This is an optimization exercise on Yosys and OpenROAD, whose aim is small area, a short achievable clock period and few clock cycles per item, not a production implementation.
RTL that was checked went through simulation tests only; none was proved equivalent to the original.
Power figures rest on the tool's default switching activity, not on a simulated workload.

== v24 ==
==> flow/design.v <==
module stream_record_player #(
    parameter int DATA_WIDTH = 8,
    parameter int ADDR_WIDTH = 8
) (
    input  logic                  clk,
    input  logic                  reset,
    input  logic                  record,
    input  logic                  play,
    input  logic                  loop,
    input  logic [DATA_WIDTH-1:0] in_data,
    input  logic                  in_valid,
    input  logic                  in_last,
    output logic                  in_ready,
    output logic [DATA_WIDTH-1:0] out_data,
    output logic                  out_valid,
    output logic                  out_last,
    input  logic                  out_ready,
    output logic [ADDR_WIDTH:0]   stored_len,
    output logic                  overflow,
    output logic                  busy
);
    localparam int                  DEPTH    = 1 << ADDR_WIDTH;
    localparam int                  SPB      = 3;                   
    localparam int                  SP       = 1 << SPB;            
    localparam int                  NTAP     = DEPTH / SP;
    localparam int                  TB       = ADDR_WIDTH - SPB;    
    localparam int                  TLB      = 3;                   
    localparam int                  TL       = 1 << TLB;
    localparam int                  TH       = NTAP / TL;
    localparam int                  DL       = SP;                  
    localparam int                  FD       = 10;                  
    localparam int                  FB       = 4;                   
    localparam logic [ADDR_WIDTH:0] PTR_ONE  = {{ADDR_WIDTH{1'b0}}, 1'b1};
    localparam logic [ADDR_WIDTH:0] LAST_IDX = {1'b0, {ADDR_WIDTH{1'b1}}};
    localparam logic [ADDR_WIDTH-1:0] PH_START = ADDR_WIDTH'(SP - 2);
    localparam logic [ADDR_WIDTH-1:0] WPOS0    = PH_START + ADDR_WIDTH'(2);
    logic loop_req;
    assign loop_req = loop;
    logic                   rec_cap, rec_done;
    logic                   rec_cap_n, rec_done_n;
    logic                   play_run, play_done;
    logic                   play_run_n, play_done_n;
    logic                   rec_idle, play_idle;
    logic                   ov;          
    logic [ADDR_WIDTH:0]    wr_ptr;      
    logic                   in_accept;
    logic                   out_hs;
    logic                   cap_start;
    logic                   cap_end;
    logic                   has_data;    
    assign rec_idle  = !rec_cap && !rec_done;
    assign play_idle = !play_run && !play_done;
    assign in_accept = in_valid & rec_cap;
    assign out_hs    = ov & out_ready;
    always_comb begin
        rec_cap_n  = 1'b0;
        rec_done_n = 1'b0;
        if (record) begin
            if (rec_idle) begin
                rec_cap_n = play_idle;
            end else if (rec_cap) begin
                if (in_accept && (in_last || (wr_ptr == LAST_IDX))) rec_done_n = 1'b1;
                else rec_cap_n = 1'b1;
            end else begin
                rec_done_n = 1'b1;
            end
        end
    end
    assign cap_start = !rec_cap && rec_cap_n;
    assign cap_end   = rec_cap && !rec_cap_n;
    always_comb begin
        play_run_n  = 1'b0;
        play_done_n = 1'b0;
        if (play) begin
            if (play_idle) begin
                if (!record && !rec_cap) begin
                    play_run_n  = has_data;
                    play_done_n = !has_data;
                end
            end else if (play_run) begin
                if (out_hs && out_last && !loop_req) play_done_n = 1'b1;
                else play_run_n = 1'b1;
            end else begin
                play_done_n = 1'b1;
            end
        end
    end
    always_ff @(posedge clk or posedge reset) begin
        if (reset) begin
            rec_cap    <= 1'b0;
            rec_done   <= 1'b0;
            in_ready   <= 1'b0;
            play_run   <= 1'b0;
            play_done  <= 1'b0;
            busy       <= 1'b0;
            stored_len <= '0;
            has_data   <= 1'b0;
            overflow   <= 1'b0;
        end else begin
            rec_cap   <= rec_cap_n;
            rec_done  <= rec_done_n;
            in_ready  <= rec_cap_n;
            play_run  <= play_run_n;
            play_done <= play_done_n;
            busy      <= rec_cap_n || rec_done_n || play_run_n || play_done_n;
            if (cap_start) begin
                overflow <= 1'b0;
            end
            if (cap_end) begin
                stored_len <= wr_ptr + {{ADDR_WIDTH{1'b0}}, in_accept};
                has_data   <= (wr_ptr != '0) || in_accept;
                if (in_accept && (wr_ptr == LAST_IDX) && !in_last) overflow <= 1'b1;
            end
        end
    end
    always_ff @(posedge clk) begin
        if (cap_start)      wr_ptr <= '0;
        else if (in_accept) wr_ptr <= wr_ptr + PTR_ONE;
    end
    logic                   cap_start_d;
    logic                   flush_d;
    always_ff @(posedge clk or posedge reset) begin
        if (reset) begin
            cap_start_d <= 1'b1;
            flush_d     <= 1'b1;
        end else begin
            cap_start_d <= cap_start;
            flush_d     <= cap_start || (play_run && !play);
        end
    end
    logic [ADDR_WIDTH-1:0]  phase;
    logic [ADDR_WIDTH-1:0]  phase1;
    assign phase1 = phase + 1'b1;
    always_ff @(posedge clk) begin
        phase <= cap_start ? PH_START : phase1;
    end
    logic [DATA_WIDTH-1:0]  dl_data [DL];
    logic [DL-1:0]          pend;        
    logic [DL-1:0]          pend_n;
    logic [DL-1:0]          wsel;        
    logic [DL-1:0]          wsel_n;
    logic [DATA_WIDTH-1:0]  wdata;
    logic                   wr_en;
    logic [ADDR_WIDTH:0]    wcnt;        
    logic [SPB-1:0]         wpa;
    logic [TL-1:0]          wsl;
    logic [TH-1:0]          wsh;
    logic [NTAP-1:0]        wtap;
    always_ff @(posedge clk) begin
        dl_data[0] <= in_data;
        for (int i = 1; i < DL; i++) dl_data[i] <= dl_data[i-1];
    end
    always_comb begin
        wdata = '0;
        for (int i = 0; i < DL; i++) wdata = wdata | ({DATA_WIDTH{wsel[i]}} & dl_data[i]);
    end
    assign wr_en = (|wsel) && (wpa == '0);
    always_comb begin
        pend_n[0] = in_accept;
        for (int i = 1; i < DL; i++)
            pend_n[i] = pend[i-1] && !(wr_en && wsel[i-1]) && !cap_start_d;
        for (int i = 0; i < DL; i++) begin
            wsel_n[i] = pend_n[i];
            for (int k = i + 1; k < DL; k++) wsel_n[i] = wsel_n[i] && !pend_n[k];
        end
    end
    always_ff @(posedge clk) begin
        pend <= pend_n;
        wsel <= wsel_n;
        if (cap_start_d)  wcnt <= '0;
        else if (wr_en)   wcnt <= wcnt + PTR_ONE;
        if (cap_start_d) begin
            wpa <= WPOS0[SPB-1:0];
            for (int l = 0; l < TL; l++) wsl[l] <= (WPOS0[SPB+TLB-1:SPB] == TLB'(l));
            for (int h = 0; h < TH; h++) wsh[h] <= (WPOS0[ADDR_WIDTH-1:SPB+TLB] == (TB-TLB)'(h));
        end else if (!wr_en) begin
            wpa <= wpa + 1'b1;
            if (wpa == '1) begin
                wsl <= {wsl[TL-2:0], wsl[TL-1]};
                if (wsl[TL-1]) wsh <= {wsh[TH-2:0], wsh[TH-1]};
            end
        end
    end
    always_comb begin
        for (int j = 0; j < NTAP; j++) wtap[j] = wr_en && wsh[j / TL] && wsl[j % TL];
    end
    logic [DATA_WIDTH-1:0]  ring [DEPTH];
    always_ff @(posedge clk) begin
        for (int p = 0; p < DEPTH; p++) begin
            if ((p % SP) == 0 && wtap[p / SP])
                ring[p] <= wdata;
            else
                ring[p] <= ring[(p + DEPTH - 1) % DEPTH];
        end
    end
    logic [ADDR_WIDTH:0]    nf;          
    logic [ADDR_WIDTH:0]    nfp;         
    logic [SPB-1:0]         rpa;         
    logic [TL-1:0]          rsl;         
    logic [TH-1:0]          rsh;         
    logic                   rinc;        
    logic                   restart;
    logic                   wrap_p;      
    logic                   fetch_ok;    
    logic                   fetch;
    logic                   flast;
    logic                   avail;
    logic [DATA_WIDTH-1:0]  rdata;
    logic [DATA_WIDTH-1:0]  rgrp [TH];
    always_comb begin
        for (int h = 0; h < TH; h++) begin
            rgrp[h] = '0;
            for (int l = 0; l < TL; l++)
                rgrp[h] = rgrp[h] | ({DATA_WIDTH{rsl[l]}} & ring[(h * TL + l) * SP]);
        end
        rdata = '0;
        for (int h = 0; h < TH; h++) rdata = rdata | ({DATA_WIDTH{rsh[h]}} & rgrp[h]);
    end
    logic [FD-1:0]          occ;         
    logic [FB-1:0]          fwp, frp;
    logic [DATA_WIDTH:0]    fmem [FD];
    logic                   pop;
    logic                   fready;      
    logic [DATA_WIDTH:0]    rreg;
    logic                   rinfl;
    logic [FB-1:0]          fwp_d;
    assign avail    = (nf != wcnt) && (!rec_cap || (nfp != wcnt));
    assign flast    = !rec_cap && (nfp == stored_len);
    assign fetch_ok = avail && (rpa == '0) && !restart;
    assign fetch    = fetch_ok && !occ[FD-1];
    assign restart  = flush_d || wrap_p;
    assign rinc     = (rpa == '1);
    assign fready   = occ[1] || (occ[0] && !rinfl);
    always_ff @(posedge clk) begin
        wrap_p <= fetch && flast;
        if (restart) begin
            nf  <= '0;
            nfp <= PTR_ONE;
            rpa <= phase1[SPB-1:0];
            for (int l = 0; l < TL; l++) rsl[l] <= (phase1[SPB+TLB-1:SPB] == TLB'(l));
            for (int h = 0; h < TH; h++) rsh[h] <= (phase1[ADDR_WIDTH-1:SPB+TLB] == (TB-TLB)'(h));
        end else begin
            if (fetch) begin
                nf  <= nfp;
                nfp <= nfp + PTR_ONE;
            end else begin
                rpa <= rpa + 1'b1;
            end
            if (rinc) begin
                rsl <= {rsl[TL-2:0], rsl[TL-1]};
                if (rsl[TL-1]) rsh <= {rsh[TH-2:0], rsh[TH-1]};
            end
        end
    end
    always_ff @(posedge clk) begin
        if (flush_d) begin
            occ <= '0;
            fwp <= '0;
            frp <= '0;
        end else begin
            if (fetch && !pop) occ <= {occ[FD-2:0], 1'b1};
            if (pop && !fetch) occ <= {1'b0, occ[FD-1:1]};
            if (fetch) fwp <= (fwp == FB'(FD - 1)) ? '0 : fwp + 1'b1;
            if (pop)   frp <= (frp == FB'(FD - 1)) ? '0 : frp + 1'b1;
        end
        rinfl <= fetch;
        rreg  <= {flast, rdata};
        fwp_d <= fwp;
        if (rinfl) fmem[fwp_d] <= rreg;
    end
    assign pop = play_run_n && (!ov || out_ready) && fready && !flush_d;
    always_ff @(posedge clk or posedge reset) begin
        if (reset) begin
            out_valid <= 1'b0;
            ov        <= 1'b0;
        end else begin
            if (!play_run_n || flush_d) begin
                out_valid <= 1'b0;
                ov        <= 1'b0;
            end else if (!ov || out_ready) begin
                out_valid <= fready;
                ov        <= fready;
            end
        end
    end
    always_ff @(posedge clk) begin
        if (pop) {out_last, out_data} <= fmem[frp];
    end
endmodule
Settings: LEC_CHECK=0, CAP_MARGIN=20, CORE_MARGIN=2, CORE_UTILIZATION=40, CTS_BUF_LIST=sky130_fd_sc_hd__clkbuf_16, CTS_CLUSTER_DIAMETER=80, CTS_CLUSTER_SIZE=30, SETUP_SLACK_MARGIN=3.0, SLEW_MARGIN=20; clock period 5.0 ns.
run.sh (not shown) runs the stock make flow with config.mk's settings and CLKGATE_MAP_FILE= SYNTH_SCRIPT=/design/flow/synth_recipe.tcl, a recipe that flattens the netlist after the stock synthesis.
Testbench counts of v24, summed over its fixed seeds: cycles 56,241, items 34,689.
Edits applied to the flow inputs when going from v24 to v14:
diff --git a/flow/design.v b/flow/design.v
--- a/flow/design.v
+++ b/flow/design.v
@@ -27,9 +27,9 @@
     localparam int                  TLB      = 3;                   
     localparam int                  TL       = 1 << TLB;
     localparam int                  TH       = NTAP / TL;
     localparam int                  DL       = SP;                  
-    localparam int                  FD       = 10;                  
+    localparam int                  FD       = 9;                   
     localparam int                  FB       = 4;                   
     localparam logic [ADDR_WIDTH:0] PTR_ONE  = {{ADDR_WIDTH{1'b0}}, 1'b1};
     localparam logic [ADDR_WIDTH:0] LAST_IDX = {1'b0, {ADDR_WIDTH{1'b1}}};
     localparam logic [ADDR_WIDTH-1:0] PH_START = ADDR_WIDTH'(SP - 2);
@@ -226,9 +226,9 @@
     logic [FB-1:0]          fwp_d;
     assign avail    = (nf != wcnt) && (!rec_cap || (nfp != wcnt));
     assign flast    = !rec_cap && (nfp == stored_len);
     assign fetch_ok = avail && (rpa == '0) && !restart;
-    assign fetch    = fetch_ok && !occ[FD-1];
+    assign fetch    = fetch_ok && (!occ[FD-1] || pop);
     assign restart  = flush_d || wrap_p;
     assign rinc     = (rpa == '1);
     assign fready   = occ[1] || (occ[0] && !rinfl);
     always_ff @(posedge clk) begin
[summary]
Looking only at hold slack, and setting everything else aside, the higher value of v24 and v14 goes to v24. Summary of v14 over v24: routed length on met1 now smaller; detail-routed net length per standard cell now smaller. | buffering stage count on the worst path with inverters included | higher: v14 |. Met2 wire length, v14 vs v24: down by a few percent. v14 vs. v24: core utilization of the finished layout went down by 0.71 points; share of total power in the clock network went down by 0.8 points. Count of placed standard cells in the final layout, fillers left out (v14 vs. v24) decreases slightly.
Function not checked in v14: the RTL went through the layout flow alone.


// stream_record_player: RTL as listed in full above, without the edits since
Settings: LEC_CHECK=0, CAP_MARGIN=20, CORE_MARGIN=2, CORE_UTILIZATION=40, CTS_BUF_LIST=sky130_fd_sc_hd__clkbuf_16, CTS_CLUSTER_DIAMETER=80, CTS_CLUSTER_SIZE=30, SETUP_SLACK_MARGIN=2.75, SLEW_MARGIN=20; clock period 5.0 ns.
Testbench counts at the start, summed over its fixed seeds: cycles 56,241, items 34,689.
Then changed:
--- a/flow/design.v
+++ b/flow/design.v
@@ -25,13 +25,13 @@
     localparam int                  NTAP     = DEPTH / SP;
     localparam int                  TB       = ADDR_WIDTH - SPB;    
     localparam int                  TLB      = 3;                   
     localparam int                  TL       = 1 << TLB;
     localparam int                  TH       = NTAP / TL;
     localparam int                  DL       = SP;                  
-    localparam int                  FD       = 10;                  
+    localparam int                  FD       = 9;                   
     localparam int                  FB       = 4;                   
     localparam logic [ADDR_WIDTH:0] PTR_ONE  = {{ADDR_WIDTH{1'b0}}, 1'b1};
     localparam logic [ADDR_WIDTH:0] LAST_IDX = {1'b0, {ADDR_WIDTH{1'b1}}};
     localparam logic [ADDR_WIDTH-1:0] PH_START = ADDR_WIDTH'(SP - 2);
     localparam logic [ADDR_WIDTH-1:0] WPOS0    = PH_START + ADDR_WIDTH'(2);
     logic loop_req;
@@ -218,22 +218,19 @@
     end
     logic [FD-1:0]          occ;         
     logic [FB-1:0]          fwp, frp;
     logic [DATA_WIDTH:0]    fmem [FD];
     logic                   pop;
     logic                   fready;      
-    logic [DATA_WIDTH:0]    rreg;
-    logic                   rinfl;
-    logic [FB-1:0]          fwp_d;
     assign avail    = (nf != wcnt) && (!rec_cap || (nfp != wcnt));
     assign flast    = !rec_cap && (nfp == stored_len);
     assign fetch_ok = avail && (rpa == '0) && !restart;
     assign fetch    = fetch_ok && !occ[FD-1];
     assign restart  = flush_d || wrap_p;
     assign rinc     = (rpa == '1);
-    assign fready   = occ[1] || (occ[0] && !rinfl);
+    assign fready   = occ[0];
     always_ff @(posedge clk) begin
         wrap_p <= fetch && flast;
         if (restart) begin
             nf  <= '0;
             nfp <= PTR_ONE;
             rpa <= phase1[SPB-1:0];
@@ -260,16 +257,13 @@
         end else begin
             if (fetch && !pop) occ <= {occ[FD-2:0], 1'b1};
             if (pop && !fetch) occ <= {1'b0, occ[FD-1:1]};
             if (fetch) fwp <= (fwp == FB'(FD - 1)) ? '0 : fwp + 1'b1;
             if (pop)   frp <= (frp == FB'(FD - 1)) ? '0 : frp + 1'b1;
         end
-        rinfl <= fetch;
-        rreg  <= {flast, rdata};
-        fwp_d <= fwp;
-        if (rinfl) fmem[fwp_d] <= rreg;
+        if (fetch) fmem[fwp] <= {flast, rdata};
     end
     assign pop = play_run_n && (!ov || out_ready) && fready && !flush_d;
     always_ff @(posedge clk or posedge reset) begin
         if (reset) begin
             out_valid <= 1'b0;
             ov        <= 1'b0;
Outcome: Clock power is lower by a few percent; synthesized cell count decreases slightly; first-iteration DRC count increases by about a fifth; area after synthesis decreases by a few percent; cell area is lower slightly; non-clock buffer count rose by 19; clock-buffer cell count decreases by 1.
For the second run of this note, only the layout was checked, not whether the RTL still works.


== v29 ==
Another version of the RTL of stream_record_player (not shown whole).
Size: about 3,700 cells after synthesis, roughly 2,300 flip-flops, about 38 I/O pins, roughly 55,000 µm² of cells after synthesis.
Settings: LEC_CHECK=0, CAP_MARGIN=20, CORE_MARGIN=2, CORE_UTILIZATION=40, CTS_BUF_LIST=sky130_fd_sc_hd__clkbuf_16, CTS_CLUSTER_DIAMETER=80, CTS_CLUSTER_SIZE=30, SETUP_SLACK_MARGIN=2.75, SLEW_MARGIN=20; clock period 5.0 ns.
v29 has completed all stages; timing, DRC and antenna checks passed.
Input changes introduced in v10 (baseline for comparison: v29):
diff --git a/flow/design.v b/flow/design.v
--- a/flow/design.v
+++ b/flow/design.v
@@ -21,21 +21,21 @@
 );
     localparam int                  DEPTH    = 1 << ADDR_WIDTH;
     localparam int                  SPB      = 3;                   
     localparam int                  SP       = 1 << SPB;            
     localparam int                  NTAP     = DEPTH / SP;
     localparam int                  TB       = ADDR_WIDTH - SPB;    
     localparam int                  TLB      = 3;                   
     localparam int                  TL       = 1 << TLB;
     localparam int                  TH       = NTAP / TL;
     localparam int                  DL       = SP;                  
-    localparam int                  FD       = 8;                   
+    localparam int                  FD       = 9;                   
     localparam int                  FB       = 4;                   
     localparam logic [ADDR_WIDTH:0] PTR_ONE  = {{ADDR_WIDTH{1'b0}}, 1'b1};
     localparam logic [ADDR_WIDTH:0] LAST_IDX = {1'b0, {ADDR_WIDTH{1'b1}}};
     localparam logic [ADDR_WIDTH-1:0] PH_START = ADDR_WIDTH'(SP - 2);
     localparam logic [ADDR_WIDTH-1:0] WPOS0    = PH_START + ADDR_WIDTH'(2);
     logic loop_req;
     assign loop_req = loop;
     logic                   rec_cap, rec_done;
     logic                   rec_cap_n, rec_done_n;
     logic                   play_run, play_done;
@@ -219,21 +219,21 @@
         for (int h = 0; h < TH; h++) rdata = rdata | ({DATA_WIDTH{rsh[h]}} & rgrp[h]);
     end
     logic [FD-1:0]          occ;         
     logic [FB-1:0]          fwp, frp;
     logic [DATA_WIDTH:0]    fmem [FD];
     logic                   pop;
     logic                   fready;      
     assign avail    = (nf != wcnt) && (!rec_cap || (nfp != wcnt));
     assign flast    = !rec_cap && (nfp == stored_len);
     assign fetch_ok = avail && (rpa == '0) && !restart;
-    assign fetch    = fetch_ok && (!occ[FD-1] || pop);
+    assign fetch    = fetch_ok && !occ[FD-1];
     assign restart  = flush_d || wrap_p;
     assign rinc     = (rpa == '1);
     assign fready   = occ[0];
     always_ff @(posedge clk) begin
         wrap_p <= fetch && flast;
         if (restart) begin
             nf  <= '0;
             nfp <= PTR_ONE;
             rpa <= phase1[SPB-1:0];
             for (int l = 0; l < TL; l++) rsl[l] <= (phase1[SPB+TLB-1:SPB] == TLB'(l));
Notes after the runs:
v10 did not stop at any stage, and its layout met the timing, design-rule and antenna checks.
v10 vs v29 — die outline width climbed slightly
Number of cells on the critical path: v29 vs v10 identical
On overall die area: between v29 and v10, it ends up higher for v10.
On mux cell area share after synthesis, v29 and v10 are neck and neck.
Wire length of the first global-routing pass, v29 and v10: larger value in v10
met2 layer usage reported by global route was higher in v29 than in v10.
v10 — die height about 0.6% higher, v29 as reference
Testbench counts of v10, summed over its fixed seeds: cycles 56,233, items 34,689.
Function not checked in v29: the RTL went through the layout flow alone.

## what the ideal ports hide
Ports are ideal in the flow. The routed layouts listed here were re-timed in OpenROAD.
Step 1 assumes that a clkbuf_16 drives the clock port and a buf_2 every other input.
Step 2, shift: input delay + t, output delay - t, t = (earliest + latest rising clock arrival at the registers) / 2. This alone moves slack from input paths to output paths.
Slacks: ideal ports / drivers / drivers and shift; pairs: ideal ports / drivers.
| run | t, ns | slack for setup (ns) | worst setup path at the end | slew at the worst register clock pin (ns) |
|---|---|---|---|---|
| v24 | 0.774 | 2.720 / 2.643 / 2.196 | input to register | 0.12 / 0.12 |
| v14 | 0.793 | 2.681 / 2.618 / 2.010 | input to register | 0.12 / 0.12 |
| the first run of note 2 | 0.764 | 2.722 / 2.643 / 2.088 | input to register | 0.11 / 0.11 |
| the second run of note 2 | 0.745 | 2.691 / 2.618 / 2.146 | input to register | 0.11 / 0.11 |
| v29 | 0.748 | 2.657 / 2.589 / 2.039 | input to register | 0.11 / 0.11 |
| v10 | 0.750 | 2.696 / 2.627 / 2.172 | input to register | 0.11 / 0.11 |
After both steps setup and hold are still met in every run listed. The setup slack of v14, which loses most, moves by -0.063 ns with the drivers and by -0.671 ns with both steps.
